What follows belongs to an exercise in optimizing a design on an open flow for small area, a short achievable clock period and few clock cycles per item; a production flow would make more cautious choices. Function was checked by simulation only, so behaviour that the tests miss may differ from the original. No activity file was given, so power comes from the tool's default toggle rates.

Design pdec_updt_top, start of the top module:
module pdec_updt_top (
  input  logic         clk,
  input  logic         rst_n,
  input  logic         cfg_leaf_mode,
  input  logic [2:0]   cfg_jump_type,
  input  logic [1:0]   cfg_dcrc_num,
  input  logic         cfg_dcrc_mode,
  input  logic [2:0]   cfg_dcrc_ini,
  input  logic [23:0]  cfg_dcrc_idx,
  input  logic         dec_start,
  input  logic         upd_valid,
  input  logic [7:0]   srvl_bmp,
  input  logic [39:0]  pm_idx,
  input  logic [127:0] bit_val,
  input  logic [491:0] dcrc_info,
  output logic         upd_ready,
  output logic         upd_done,
  output logic [7:0]   list_wen,
  output logic [7:0]   list_waddr,
  output logic [31:0]  list_wdata,
  output logic [15:0]  path_stat,
  output logic         early_term
);
For scale: roughly 2100 cells after synthesis, roughly 770 I/O pins.
Settings: LEC_CHECK=0, CAP_MARGIN=20, CORE_AREA=5 5 275 275, DIE_AREA=0 0 280 280, SETUP_SLACK_MARGIN=1.45, SLEW_MARGIN=20, SYNTH_HIERARCHICAL=1; clock period 5.0 ns.
standard.sh (not shown) runs the stock make flow with config.mk's settings and CLKGATE_MAP_FILE= SYNTH_SCRIPT=/design/flow/synth_recipe.tcl, a recipe that flattens the netlist after the stock synthesis.
==> flow/flow/run.sh <==
#!/bin/bash
# Standard ORFS layout; the port buffers are the small sky130 buf_1
# instead of the delay buffer buffer_ports picks by default.
set -euo pipefail
bash standard.sh BUFFER_PORTS_ARGS="-buffer_cell sky130_fd_sc_hd__buf_1" finish > standard_flow.log 2>&1
The baseline went through all stages and came out clean.
Testbench counts at the start, summed over its fixed seeds: cycles 6,540, updates 3,072.
Change:
--- a/flow/config.mk
+++ b/flow/config.mk
@@ -10,4 +10,5 @@
 export DIE_AREA = 0 0 280 280
-export SETUP_SLACK_MARGIN = 1.45
+export SETUP_SLACK_MARGIN = 2.2
 export SLEW_MARGIN = 20
 export SYNTH_HIERARCHICAL = 1
+export TNS_END_PERCENT = 0
Result: Fmax grows by a few percent; worst setup slack is better by 0.20 ns; core utilization went up by 1.1 points; synthesized cell count stays the same; sequential share of layout area drops by 0.24 points; total power increases by a few percent; worst hold slack gets better by 0.0033 ns.

---

run 1:
pdec_updt_top again, from the RTL that the note above started with.
// pdec_updt_top
module pdec_updt_top (
  input  logic         clk,
  input  logic         rst_n,
  input  logic         cfg_leaf_mode,
  input  logic [2:0]   cfg_jump_type,
  input  logic [1:0]   cfg_dcrc_num,
  input  logic         cfg_dcrc_mode,
  input  logic [2:0]   cfg_dcrc_ini,
  input  logic [23:0]  cfg_dcrc_idx,
  input  logic         dec_start,
  input  logic         upd_valid,
  input  logic [7:0]   srvl_bmp,
  input  logic [39:0]  pm_idx,
  input  logic [127:0] bit_val,
  input  logic [491:0] dcrc_info,
  output logic         upd_ready,
  output logic         upd_done,
  output logic [7:0]   list_wen,
  output logic [7:0]   list_waddr,
  output logic [31:0]  list_wdata,
  output logic [15:0]  path_stat,
  output logic         early_term
);
  localparam int NP = pdec_pkg::num_path;
  localparam logic [1:0] ST_CK  = 2'd0;
  localparam logic [1:0] ST_VAL = 2'd1;
  localparam logic [1:0] ST_INV = 2'd3;
  logic          busy_q;         
  logic [1:0]    wstep_q;        
  logic [7:0]    cnt_q;          
  logic [NP-1:0] bit_q;          
  logic [2:0]    mask_q;         
  logic [2:0]    info_q;         
  logic [2:0]    chk_q;          
  logic          mode_q;         
  logic [2:0]    par_q  [NP];
  logic [1:0]    stat_q [NP];
  logic       accept, multi, fork_en, step_en;
  logic       last_q;            
  logic [1:0] last_idx;
  assign accept  = upd_valid & ~busy_q;
  assign multi   = cfg_leaf_mode & (cfg_jump_type[2] ^ cfg_jump_type[1]);   
  assign fork_en = accept;
  assign step_en = busy_q | (upd_valid & ~multi);
  always_comb begin
    case (cfg_jump_type)
      3'd2, 3'd3: last_idx = 2'd1;
      3'd4:       last_idx = 2'd2;
      default:    last_idx = 2'd3;
    endcase
  end
  always_ff @(posedge clk or negedge rst_n) begin
    if (!rst_n)                 busy_q <= 1'b0;
    else if (accept && multi)   busy_q <= 1'b1;
    else if (busy_q && last_q)  busy_q <= 1'b0;
  end
  always_ff @(posedge clk or negedge rst_n) begin
  ...
Settings: LEC_CHECK=0, CAP_MARGIN=20, CORE_AREA=5 5 275 275, DIE_AREA=0 0 280 280, SETUP_SLACK_MARGIN=1.7, SLEW_MARGIN=20, SYNTH_HIERARCHICAL=1; clock period 5.0 ns.
Scripts as last shown in full above: flow/flow/run.sh
Testbench counts of run 1, summed over its fixed seeds: cycles 6,540, updates 3,072.
> inputs changed (run 1 -> run 2)
Settings: putting TNS_END_PERCENT at 0 where nothing was set; swapping 1.7 for 1.85 in SETUP_SLACK_MARGIN.
Notes after the runs:
- In run 2, the buffer share of cell area came out 0.43 points above the value in run 1.
- Run 2 ended with more number of vias in the routed layout than run 1.
- Flip-flop and latch count: run 2 vs run 1 identical
- Changes observed in run 2 relative to run 1: area growth from synthesis to final layout increased by 0.48 points relative to the old numbers, share of the final layout cell area in multi-input gates decreased by 0.23 points relative to the old numbers, internal power decreased by 0.000073 W relative to the old numbers.
- Comparing run 1 and run 2, the lower maximum fanout count along the critical path is on run 1.
- In run 2, hold slack is lower than in run 1.
- On maximum cell stage delay along the critical path: between run 1 and run 2, it ends up lower for run 2.
- Run 1 has a higher final critical path time including I/O delays and setup than run 2.
- Going from run 1 to run 2, the proportion of power drawn by combinational gates was found to have gone up by 0.8 points.
For run 3, these inputs were changed with respect to run 2:
Settings: swapping 1.85 for 1.7 in SETUP_SLACK_MARGIN.
==> results.txt <==
Run 3 ran to completion and came out clean on the timing, DRC and antenna checks. Taking run 2 as the reference, in run 3 amount of wire on met2 after detailed routing went down by 0.48%; total power went up by about 0.44%; total power divided by cell area went up by about 1.7%; worst setup slack went down by 0.035 ns. A type of the worst setup path of in2reg is what run 3 shows, while reg2reg belongs to run 2. In the flow results for run 2 and run 3, the clock power share is larger on run 3. Run 3 against run 2: clock-pin slew reported for the worst setup and hold paths after clock tree synthesis did not really move, combinational power went down, routed wire length went down, depth of the critical timing path with buffers and inverters included went up.

---

Starting RTL as in the previous note.
export LEC_CHECK = 0
export CAP_MARGIN = 20
export CORE_AREA = 5 5 275 275
export DIE_AREA = 0 0 280 280
export SETUP_SLACK_MARGIN = 1.85
export SLEW_MARGIN = 20
export SYNTH_HIERARCHICAL = 1
create_clock -name core_clock -period 5.0 [get_ports {clk}]
Scripts as last shown in full above: flow/flow/run.sh
The first run completed without violations.
Testbench counts at the start, summed over its fixed seeds: cycles 6,540, updates 3,072.
Next try:
Settings changed: CORE_AREA 5 5 275 275 to 5 5 265 265, DIE_AREA 0 0 280 280 to 0 0 270 270, TNS_END_PERCENT from default to 0.
Final area fell by 2.8%.
Clock-buffer cell count is higher by 2.
Setup slack got worse by 0.14 ns.
Routed wire length is lower by about 1.4%.
Synthesized area does not change.

port drivers added, routing unchanged:
The flow's constraints put no driver on any port. The routed layouts listed below were extracted and timed again, unchanged, in two steps.
Step 1 sets driving cells, clkbuf_16 on the clock port and buf_2 on the other inputs (assumed; they add their load-dependent delay and slew).
Step 2 moves the port delays by t, midway between the first and last clock arrival at a register: inputs arrive t later, outputs are due t later. That takes back most of the time a late clock gives input paths.
Three values: ideal, step 1, step 2; two values: the first two.
| run | shift t [ns] | setup WS [ns] | pins driven straight from the clock port |
|---|---|---|---|
| the first run of note 1 | 0.438 | 1.519 / 1.523 / 1.098 | 1 |
| the second run of note 1 | 0.419 | 1.721 / 1.721 / 1.351 | 1 |
| run 1 | 0.433 | 1.647 / 1.647 / 1.342 | 1 |
| run 2 | 0.432 | 1.678 / 1.638 / 1.330 | 1 |
| run 3 | 0.427 | 1.643 / 1.631 / 1.242 | 1 |
| the first run of note 3 | 0.430 | 1.719 / 1.681 / 1.395 | 1 |
| the second run of note 3 | 0.429 | 1.576 / 1.576 / 1.177 | 1 |
After both steps every run listed still meets setup and hold. The setup slack of the first run of note 1, which loses most, moves by +0.004 ns with the drivers and by -0.421 ns with both steps.
